This is an optimization exercise on Yosys and OpenROAD, whose aim is small area, a short achievable clock period and few clock cycles per item, not a production implementation.
The RTL was checked by simulation tests, not by an equivalence proof against the original design.
Power and IR drop assume default switching activity.

===== flow/config.mk =====
export PLATFORM = sky130hd
export DESIGN_NAME = wbps_top
export DESIGN_NICKNAME = wbps_top
export VERILOG_FILES = /design/flow/design.v
export SDC_FILE = /design/flow/constraint.sdc
export NUM_CORES = 4
export LEC_CHECK = 0
export CAP_MARGIN = 20
export CORE_MARGIN = 2
export CORE_UTILIZATION = 18
export PLACE_DENSITY = 0.22
export SLEW_MARGIN = 20

===== flow/constraint.sdc =====
create_clock -name core_clock -period 7.5 [get_ports {clk_i}]
set_input_delay 1.5000 -clock core_clock [delete_from_list [all_inputs] [get_ports {clk_i}]]
set_output_delay 1.5000 -clock core_clock [all_outputs]
set_load 0.01 [all_outputs]

===== flow/design.v =====
`default_nettype none
package wbps_pkg;
  localparam int MAX_PATTERN_DEFAULT = 32;
  localparam int OFFSET_BITS_DEFAULT = 16;
  localparam int CFG_DATA_W  = 64;
  localparam int CFG_IDX_W   = 3;
  localparam int LEN_REG_W   = 6;
  localparam int PAT_REGS    = 4;
  localparam int PAT_BYTES   = PAT_REGS * CFG_DATA_W / 8;
  localparam int OFFSET_OUT_W = 16;
  localparam logic [7:0] WILDCARD_BYTE = 8'h2A;
  typedef enum logic [CFG_IDX_W-1:0] {
    CFG_PATTERN_LENGTH = 3'd0,
    CFG_PATTERN_0_7    = 3'd1,
    CFG_PATTERN_8_15   = 3'd2,
    CFG_PATTERN_16_23  = 3'd3,
    CFG_PATTERN_24_31  = 3'd4
  } cfg_idx_e;
  typedef struct packed {
    logic [7:0] region_byte;
    logic       region_end;
  } in_t;
  typedef struct packed {
    logic                    found;
    logic [OFFSET_OUT_W-1:0] match_offset;
  } out_t;
  typedef struct packed {
    logic valid;
    logic last;
    logic armed;
  } win_stat_t;
endpackage
`default_nettype wire
`default_nettype none
module wbps_cfg #(
  parameter int MAX_PATTERN = wbps_pkg::MAX_PATTERN_DEFAULT,
  parameter int LEN_W       = $clog2(MAX_PATTERN + 1)
) (
  input  wire logic                                 clk_i,
  input  wire logic                                 rst_ni,
  input  wire logic                                 cfg_we_i,
  input  wire logic [wbps_pkg::CFG_IDX_W-1:0]       cfg_idx_i,
  input  wire logic [wbps_pkg::CFG_DATA_W-1:0]      cfg_data_i,
  output logic      [LEN_W-1:0]                     len_o,
  output logic      [MAX_PATTERN-1:0][7:0]          aligned_o
);
  localparam int RAW_W = wbps_pkg::LEN_REG_W + 1;
  logic [wbps_pkg::LEN_REG_W-1:0]                        len_q;
  logic [wbps_pkg::PAT_REGS-1:0][wbps_pkg::CFG_DATA_W-1:0] pat_q;
  logic [wbps_pkg::PAT_BYTES-1:0][7:0]                   pat_bytes;
  logic [RAW_W-1:0]                                      len_raw;
  always_ff @(posedge clk_i or negedge rst_ni) begin
    if (!rst_ni) begin
      len_q <= wbps_pkg::LEN_REG_W'(1);
      pat_q <= '0;
    end else if (cfg_we_i) begin
      unique case (cfg_idx_i)
        wbps_pkg::CFG_PATTERN_LENGTH: len_q    <= cfg_data_i[wbps_pkg::LEN_REG_W-1:0];
        wbps_pkg::CFG_PATTERN_0_7:    pat_q[0] <= cfg_data_i;
        wbps_pkg::CFG_PATTERN_8_15:   pat_q[1] <= cfg_data_i;
        wbps_pkg::CFG_PATTERN_16_23:  pat_q[2] <= cfg_data_i;
        wbps_pkg::CFG_PATTERN_24_31:  pat_q[3] <= cfg_data_i;
        default: ;
      endcase
    end
  end
  assign pat_bytes = pat_q;
  assign len_raw   = {1'b0, len_q};
  always_comb begin
    if (len_raw == '0) begin
      len_o = LEN_W'(1);
    end else if (len_raw > RAW_W'(MAX_PATTERN)) begin
      len_o = LEN_W'(MAX_PATTERN);
    end else begin
      len_o = LEN_W'(len_raw);
    end
  end
  always_comb begin
    for (int j = 0; j < MAX_PATTERN; j++) begin
      aligned_o[j] = (LEN_W'(j) < len_o) ? 8'h00 : wbps_pkg::WILDCARD_BYTE;
      for (int k = 0; k < MAX_PATTERN; k++) begin
        if (k + j + 1 <= MAX_PATTERN && k < wbps_pkg::PAT_BYTES) begin
          if (LEN_W'(k + j + 1) == len_o) begin
            aligned_o[j] = aligned_o[j] | pat_bytes[k];
          end
        end
      end
    end
  end
endmodule
`default_nettype wire
`default_nettype none
module wbps_window #(
  parameter int MAX_PATTERN = wbps_pkg::MAX_PATTERN_DEFAULT,
  parameter int OFFSET_BITS = wbps_pkg::OFFSET_BITS_DEFAULT,
  parameter int LEN_W       = $clog2(MAX_PATTERN + 1)
) (
  input  wire logic                          clk_i,
  input  wire logic                          rst_ni,
  input  wire logic                          load_i,
  input  wire logic                          drain_i,
  input  wire wbps_pkg::in_t                 in_data_i,
  input  wire logic [LEN_W-1:0]              len_i,
  output logic      [MAX_PATTERN-1:0][7:0]   window_o,
  output logic      [OFFSET_BITS-1:0]        count_o,
  output wbps_pkg::win_stat_t                stat_o
);
  logic [MAX_PATTERN-1:0][7:0] window_q;
  logic [OFFSET_BITS-1:0]      count_q, count_d, count_base;
  logic                        valid_q, valid_d;
  logic                        last_q;
  assign count_base = last_q ? '0 : count_q;
  assign count_d    = (&count_base) ? count_base : count_base + OFFSET_BITS'(1);
  always_comb begin
    valid_d = valid_q;
    if (load_i) begin
      valid_d = 1'b1;
    end else if (drain_i) begin
      valid_d = 1'b0;
    end
  end
  always_ff @(posedge clk_i or negedge rst_ni) begin
    if (!rst_ni) begin
      valid_q <= 1'b0;
      last_q  <= 1'b0;
      count_q <= '0;
    end else begin
      valid_q <= valid_d;
      if (load_i) begin
        last_q  <= in_data_i.region_end;
        count_q <= count_d;
      end
    end
  end
  always_ff @(posedge clk_i) begin
    if (load_i) begin
      window_q <= {window_q[MAX_PATTERN-2:0], in_data_i.region_byte};
    end
  end
  assign window_o     = window_q;
  assign count_o      = count_q;
  assign stat_o.valid = valid_q;
  assign stat_o.last  = last_q;
  assign stat_o.armed = (count_q >= OFFSET_BITS'(len_i));
endmodule
`default_nettype wire
`default_nettype none
module wbps_match #(
  parameter int MAX_PATTERN = wbps_pkg::MAX_PATTERN_DEFAULT,
  parameter int OFFSET_BITS = wbps_pkg::OFFSET_BITS_DEFAULT,
  parameter int LEN_W       = $clog2(MAX_PATTERN + 1)
) (
  input  wire logic                          clk_i,
  input  wire logic                          rst_ni,
  input  wire logic                          advance_i,
  input  wire wbps_pkg::win_stat_t           stat_i,
  input  wire logic [MAX_PATTERN-1:0][7:0]   window_i,
  input  wire logic [MAX_PATTERN-1:0][7:0]   aligned_i,
  input  wire logic [OFFSET_BITS-1:0]        count_i,
  input  wire logic [LEN_W-1:0]              len_i,
  output logic                               produce_o,
  output wbps_pkg::out_t                     result_o
);
  logic                   done_q;
  logic [MAX_PATTERN-1:0] byte_ok;
  logic                   hit;
  logic                   fire;
  logic [OFFSET_BITS-1:0] start;
  for (genvar j = 0; j < MAX_PATTERN; j++) begin : g_cmp
    assign byte_ok[j] = (aligned_i[j] == wbps_pkg::WILDCARD_BYTE) ||
                        (aligned_i[j] == window_i[j]);
  end
  assign fire      = stat_i.valid && advance_i;
  assign hit       = stat_i.armed && !done_q && (&byte_ok);
  assign produce_o = stat_i.valid && (hit || (stat_i.last && !done_q));
  assign start     = count_i - OFFSET_BITS'(len_i);
  assign result_o.found        = hit;
  assign result_o.match_offset = hit ? wbps_pkg::OFFSET_OUT_W'(start) : '0;
  always_ff @(posedge clk_i or negedge rst_ni) begin
    if (!rst_ni) begin
      done_q <= 1'b0;
    end else if (fire) begin
      if (stat_i.last) begin
        done_q <= 1'b0;
      end else if (hit) begin
        done_q <= 1'b1;
      end
    end
  end
endmodule
`default_nettype wire
`default_nettype none
module wildcard_byte_pattern_scanner_core #(
  parameter int MAX_PATTERN = wbps_pkg::MAX_PATTERN_DEFAULT,
  parameter int OFFSET_BITS = wbps_pkg::OFFSET_BITS_DEFAULT
) (
  input  wire logic                             clk_i,
  input  wire logic                             rst_ni,
  input  wire logic                             cfg_we_i,
  input  wire logic [wbps_pkg::CFG_IDX_W-1:0]   cfg_idx_i,
  input  wire logic [wbps_pkg::CFG_DATA_W-1:0]  cfg_data_i,
  input  wire logic                             in_valid_i,
  input  wire wbps_pkg::in_t                    in_data_i,
  output logic                                  in_stall_o,
  output logic                                  out_valid_o,
  output wbps_pkg::out_t                        out_data_o,
  input  wire logic                             out_stall_i
);
  localparam int LEN_W = $clog2(MAX_PATTERN + 1);
  logic [LEN_W-1:0]            len;
  logic [MAX_PATTERN-1:0][7:0] aligned;
  logic [MAX_PATTERN-1:0][7:0] window;
  logic [OFFSET_BITS-1:0]      count;
  wbps_pkg::win_stat_t         stat;
  logic                        advance;
  logic                        load;
  logic                        drain;
  logic                        produce;
  wbps_pkg::out_t              result;
  logic                        out_valid_q, out_valid_d;
  wbps_pkg::out_t              out_q;
  assign advance    = !out_valid_q || !out_stall_i;
  assign drain      = stat.valid && advance;
  assign in_stall_o = stat.valid && !advance;
  assign load       = in_valid_i && !in_stall_o;
  wbps_cfg #(
    .MAX_PATTERN (MAX_PATTERN),
    .LEN_W       (LEN_W)
  ) u_cfg (
    .clk_i      (clk_i),
    .rst_ni     (rst_ni),
    .cfg_we_i   (cfg_we_i),
    .cfg_idx_i  (cfg_idx_i),
    .cfg_data_i (cfg_data_i),
    .len_o      (len),
    .aligned_o  (aligned)
  );
  wbps_window #(
    .MAX_PATTERN (MAX_PATTERN),
    .OFFSET_BITS (OFFSET_BITS),
    .LEN_W       (LEN_W)
  ) u_window (
    .clk_i     (clk_i),
    .rst_ni    (rst_ni),
    .load_i    (load),
    .drain_i   (drain),
    .in_data_i (in_data_i),
    .len_i     (len),
    .window_o  (window),
    .count_o   (count),
    .stat_o    (stat)
  );
  wbps_match #(
    .MAX_PATTERN (MAX_PATTERN),
    .OFFSET_BITS (OFFSET_BITS),
    .LEN_W       (LEN_W)
  ) u_match (
    .clk_i     (clk_i),
    .rst_ni    (rst_ni),
    .advance_i (advance),
    .stat_i    (stat),
    .window_i  (window),
    .aligned_i (aligned),
    .count_i   (count),
    .len_i     (len),
    .produce_o (produce),
    .result_o  (result)
  );
  always_comb begin
    out_valid_d = out_valid_q;
    if (drain && produce) begin
      out_valid_d = 1'b1;
    end else if (!out_stall_i) begin
      out_valid_d = 1'b0;
    end
  end
  always_ff @(posedge clk_i or negedge rst_ni) begin
    if (!rst_ni) begin
      out_valid_q <= 1'b0;
    end else begin
      out_valid_q <= out_valid_d;
    end
  end
  always_ff @(posedge clk_i) begin
    if (drain && produce) begin
      out_q <= result;
    end
  end
  assign out_valid_o = out_valid_q;
  assign out_data_o  = out_q;
endmodule
`default_nettype wire
`default_nettype none
module wbps_top (
  input  wire logic        clk_i,
  input  wire logic        rst_ni,
  input  wire logic        cfg_we_i,
  input  wire logic [2:0]  cfg_idx_i,
  input  wire logic [63:0] cfg_data_i,
  input  wire logic        in_valid_i,
  input  wire logic [7:0]  in_byte_i,
  input  wire logic        in_last_i,
  output logic             in_stall_o,
  output logic             out_valid_o,
  output logic             out_found_o,
  output logic [15:0]      out_offset_o,
  input  wire logic        out_stall_i
);
  wbps_pkg::in_t  in_data;
  wbps_pkg::out_t out_data;
  assign in_data.region_byte = in_byte_i;
  assign in_data.region_end  = in_last_i;
  assign out_found_o         = out_data.found;
  assign out_offset_o        = out_data.match_offset;
  wildcard_byte_pattern_scanner_core u_core (
    .clk_i       (clk_i),
    .rst_ni      (rst_ni),
    .cfg_we_i    (cfg_we_i),
    .cfg_idx_i   (cfg_idx_i),
    .cfg_data_i  (cfg_data_i),
    .in_valid_i  (in_valid_i),
    .in_data_i   (in_data),
    .in_stall_o  (in_stall_o),
    .out_valid_o (out_valid_o),
    .out_data_o  (out_data),
    .out_stall_i (out_stall_i)
  );
endmodule
`default_nettype wire

===== flow/run.sh =====
#!/bin/bash
# synth_recipe.tcl (not shown) runs the flow's synth.tcl, then flattens the netlist and writes it again
# the make line also repeats each setting of config.mk as NAME=value (left out here)
make -C /OpenROAD-flow-scripts/flow DESIGN_CONFIG=/design/flow/config.mk WORK_HOME=/design/flow/orfs CLKGATE_MAP_FILE= SYNTH_SCRIPT=/design/flow/synth_recipe.tcl finish

==> reports/qor.yml <==
floorplanning:
  die_h_um: 539.2
  design.portCount: 100
  floorplan.initialDensity_pct: 18.09
  floorplan.die_area_um2: 290800
  std_cell_rows: 196
  placeableCoreArea_um2: 285000
  die-width_um: 539.2
synthesis:
  synth.mux.area_fraction_pct: 10.38
  synth_enable_flop_cells: 273
  synthesis.nets: 5968
  synth_fa_ha_area_share_pct: 0.2087
  synthesis.area_um2: 51560
  yosys.area_share.xor_xnor_pct: 4.467
  ffs_latches_synth: 555
  postSynth.asyncResetShare_pct: 50.81
  ys_types: 113
  largest_family_of_logic_cells_by_synthesized_area: "compound AO/OA/AOI/OAI gates"
  instance_count_of_the_mapped_netlist: 5879
  postSynthAreaPerCell_um2: 8.771
  ys.flop_type: "sky130_fd_sc_hd__dfrtp_1"
  synth-warning-count: 4
  synth_seq_area_share_pct: 29.59
  synth_compound_gate_area_share_pct: 29.28
  synth-simple-area-share_pct: 17.93
outcome:
  run_status: "no timing/DRC/antenna violations"
sta:
  rsz0062_at_grt: "no"
  clock-skew-final_ps: 48.45
  setup-violations-final: 0
  tightest_slew_ps: 1250
  maxClockFrequency_ghz: 0.1367
  worst_slew_margin_rel_pct: 14.27
  period_needed_ps: 7315
  timing.final.max_slew_violations: 0
  hold_fails_final_rpt: 0
  layout_worst_path_cycle_share_pct: 97.53
setup_path:
  critical_path.reg2reg.startpoint: "u_core.u_cfg.len_q[5]"
  crit_path_max_incr_delay_ps: 1020
  timing.reg2reg.setup_slack_ps: 190
  critical_path.cell_chain: "buf_12 -> nand4bb_4 -> nor2_4 -> buf_4 -> a32oi_1 -> nand4_1 -> or4_1 -> xnor2_1 -> nand4_1 -> o31ai_2 -> nand4_1 -> or4b_1 -> o21ai_2 -> buf_12"
  worstPathRequired_ps: 8040
  critPathTopFamily: "simple AND/OR/NAND/NOR gates"
  critical_path_peak_fanout: 29
  timing.critical_path.to_type: "flip-flop"
  slowest_stage: "sky130_fd_sc_hd__nor2_4"
  cp.buffers_inverters: 3
  timing.critical_path.from_type: "flip-flop"
  criticalPathCategory: "flip-flop to flip-flop"
  worstReg2RegEnd: "u_core.out_q[10]"
  cp.arrival_ps: 7850
  timing.critical_path.mode_cell: "sky130_fd_sc_hd__nand4_1"
  reg2reg_depth: 14
cells_and_area:
  layout.core_utilization_pct: 21.60
  area.growth.synth_to_final_pct: 19.36
  most-common-layout-cells: "sky130_fd_sc_hd__a22oi_1, sky130_fd_sc_hd__buf_4, sky130_fd_sc_hd__nand2_1, sky130_fd_sc_hd__mux2_2, sky130_fd_sc_hd__nand3_1"
  post_route_cells_drive_above_1_share_pct: 20.55
  filler_cell_count: 31312
  layout.nets: 5827
  final_common_cell: "sky130_fd_sc_hd__a22oi_1"
power:
  post-layout-total-power_uw: 21260
  share_comb_of_total_power_pct: 57.2
  switching_share_pct: 56.47
  internal_power_of_the_cells_uw: 9256
  power.switching_uw: 12010
  power_density_nw_per_um2: 345.5
  vdd.ir_drop.worst_mv: 0.1578
  pwr-share-clk_pct: 19.5
  share_seq_of_total_power_pct: 23.3
  static-leakage-power_uw: 0.02076
clock_tree:
  largest_buffer_count_on_any_clock_path: 4
  clock_insertion_delay_worst_skew_ps: 840
  cts_post_setup_buffers_inserted: 0
  cts_buffers: 86
  clock_tree.root_cell: "sky130_fd_sc_hd__clkbuf_16"
  path_clk_slew_ps: 60
  cts_tree: "built"
  h_tree_depth_reported_by_cts: 3
  numClockSinks: 555
placed_design:
  gp_congestion: 0.9574
  port_buffers: 99
  detailed_place_hpwl_mm: 377.2
global_routing:
  antenna_found_initial: 72
  overflow_after_grt: 0
  grt_max_degree: 126
  grt_pass1_wl_mm: 673.3
  groute.usage.overall_pct: 34.82
  first_global_vias: 57672
run:
  max_cap_violations: 0
routing:
  drt-vias-per-instance: 6.444
  number_of_detailed_routing_iterations_run_before_antenna_repair: 9
  antenna_left: 0
  via_count: 61731
  wire_per_inst_um: 54.99
  drt_first_iter_violations: 10403
  post_route_drc_violation_count: 0
  wirelength_mm: 526.8
hold_path:
  timing.hold.worst.class: "flip-flop to flip-flop"
  holdPathEnd: "u_core.u_window.window_q[51]"
  hold_path.startpoint: "u_core.u_window.window_q[43]"
  hold_crit_depth: 0
-- state kept, by name, summed over array words and instances (netlist names) --
register                  flops
u_core.u_window.valid_q       1
u_core.out_valid_q            1
u_core.u_cfg.len_q            6
u_core.u_window.last_q        1
u_core.u_match.done_q         1
u_core.out_q                 17
u_core.u_cfg.pat_q          256
u_core.u_window.window_q    256
u_core.u_window.count_q      16
-- worst max path at each step --
stage	startpoint	end	slack [ps]	depth (start not counted)
after floorplan	u_core.u_cfg.len_q[1]	u_core.out_q[0]	1320	25
after global placement	u_core.u_cfg.len_q[2]	u_core.out_q[16]	-570	13
after detailed placement	u_core.u_cfg.len_q[2]	u_core.out_q[12]	-150	13
after CTS	u_core.u_cfg.len_q[0]	u_core.out_q[14]	130	13
after global routing	u_core.u_cfg.len_q[2]	u_core.out_q[14]	210	13
final	u_core.u_cfg.len_q[5]	u_core.out_q[10]	190	14
-- area by class of cell --
type	instances	area (um2)	area share [%]
Clock inverter	35	375.4	0.6099
Antenna cell	17	42.54	0.06912
Sequential cell	555	15280	24.83
Inverter	38	157.7	0.2561
Clock buffer	116	2409	3.913
Tap cell	3762	4707	7.648
Timing Repair Buffer	664	5947	9.663
Multi-Input combinational cell	4393	32630	53.01
-- layer usage --
metal / wire, um / track usage, %
met1: 224000 / 46.98
met4: 35440 / 19.00
met2: 214400 / 49.84
met3: 52520 / 9.307
met5: 383 / 0.3781
-- timing repair --
action,in CTS,in global routing
setup endpoints to repair,17,0
gates resized for setup,1,0
hold buffers,0,0
hold endpoints to repair,0,0
-- power by group through the flow --
| stage | Combinational, uW | Sequential [uW] | Clock, uW |
|---|---|---|---|
| 2_1_floorplan | 5430 | 3980 | 0 |
| 3_3_place_gp | 11700 | 4940 | 0 |
| 3_5_place_dp | 11700 | 4920 | 0 |
| 4_1_cts | 11700 | 4860 | 4310 |
| 5_1_grt | 12000 | 4910 | 4410 |
| 6_report | 12200 | 4950 | 4150 |
-- cells by family (layout without fill, tap and decap cells) --
kind of cell / after synthesis / count (layout)
and+or+nand+nor: 1665 / 1665
xor gates and xnor gates: 263 / 263
muxes: 477 / 477
adders and majority gates: 8 / 8
buffers and inverters: 931 / 853
AOI/OAI and AO/OA: 1980 / 1980
other: 0 / 17
DFF: 555 / 555
-- Yosys cell counts (146+ instances only) --
cell | instances | area, um2
sky130_fd_sc_hd__a22oi_1 | 693 | 5202
sky130_fd_sc_hd__nor2_1 | 163 | 611.8
sky130_fd_sc_hd__a22o_1 | 146 | 1279
sky130_fd_sc_hd__nand3_1 | 280 | 1401
sky130_fd_sc_hd__a21oi_1 | 171 | 855.8
sky130_fd_sc_hd__dfrtp_1 | 281 | 7032
sky130_fd_sc_hd__mux2_2 | 329 | 3705
sky130_fd_sc_hd__nand4_1 | 219 | 1370
sky130_fd_sc_hd__nand2_1 | 345 | 1295
sky130_fd_sc_hd__edfxtp_1 | 273 | 8198
sky130_fd_sc_hd__clkbuf_1 | 492 | 1847
sky130_fd_sc_hd__o21ai_0 | 173 | 865.8
sky130_fd_sc_hd__buf_2 | 204 | 1021
sky130_fd_sc_hd__xnor2_1 | 155 | 1358
-- through the flow --
step	worst slack, ps	cell area, um2	setup TNS, ps	hold slack, ps	instances
CTS	129.8	61500	0	454.2	9563
global route	211.1	61510	0	481.2	9564
finish	185.1	61550	0	460.4	9580
floorplan	1316	51560	0	436.0	5879
global placement	-569.6	58620	-15840	457.6	9408
detailed placement	-148.6	58720	-2507	458.4	9412
Testbench counts, summed over its fixed seeds: cycles 110,095, items 109,783.

## what the ideal ports hide
In the flow no input, the clock included, has a driving cell. The finished layout below was timed again as built, in two steps.
Step 1, drivers: a clkbuf_16 drives clk_i and a buf_2 each remaining input, both assumed.
Step 2 adds t to the input delays and takes it off the output delays; t is the mean of the earliest and latest rising clock arrival at the registers after step 1. Input paths then give back, and output paths get back, about the clock's delay inside the block.
a / b / c = ideal / step 1 / step 2; a / b = the first two.
t (ns): 0.926
setup slack, ns: 0.185 / 0.185 / 0.185
worst hold slack (ns): 0.460 / 0.460 / 0.460
worst data-port slew with drivers (ns): 0.26
After both steps setup and hold are still met in this run. The setup slack of this run moves by 0.000 ns with the drivers and by 0.000 ns with both steps.
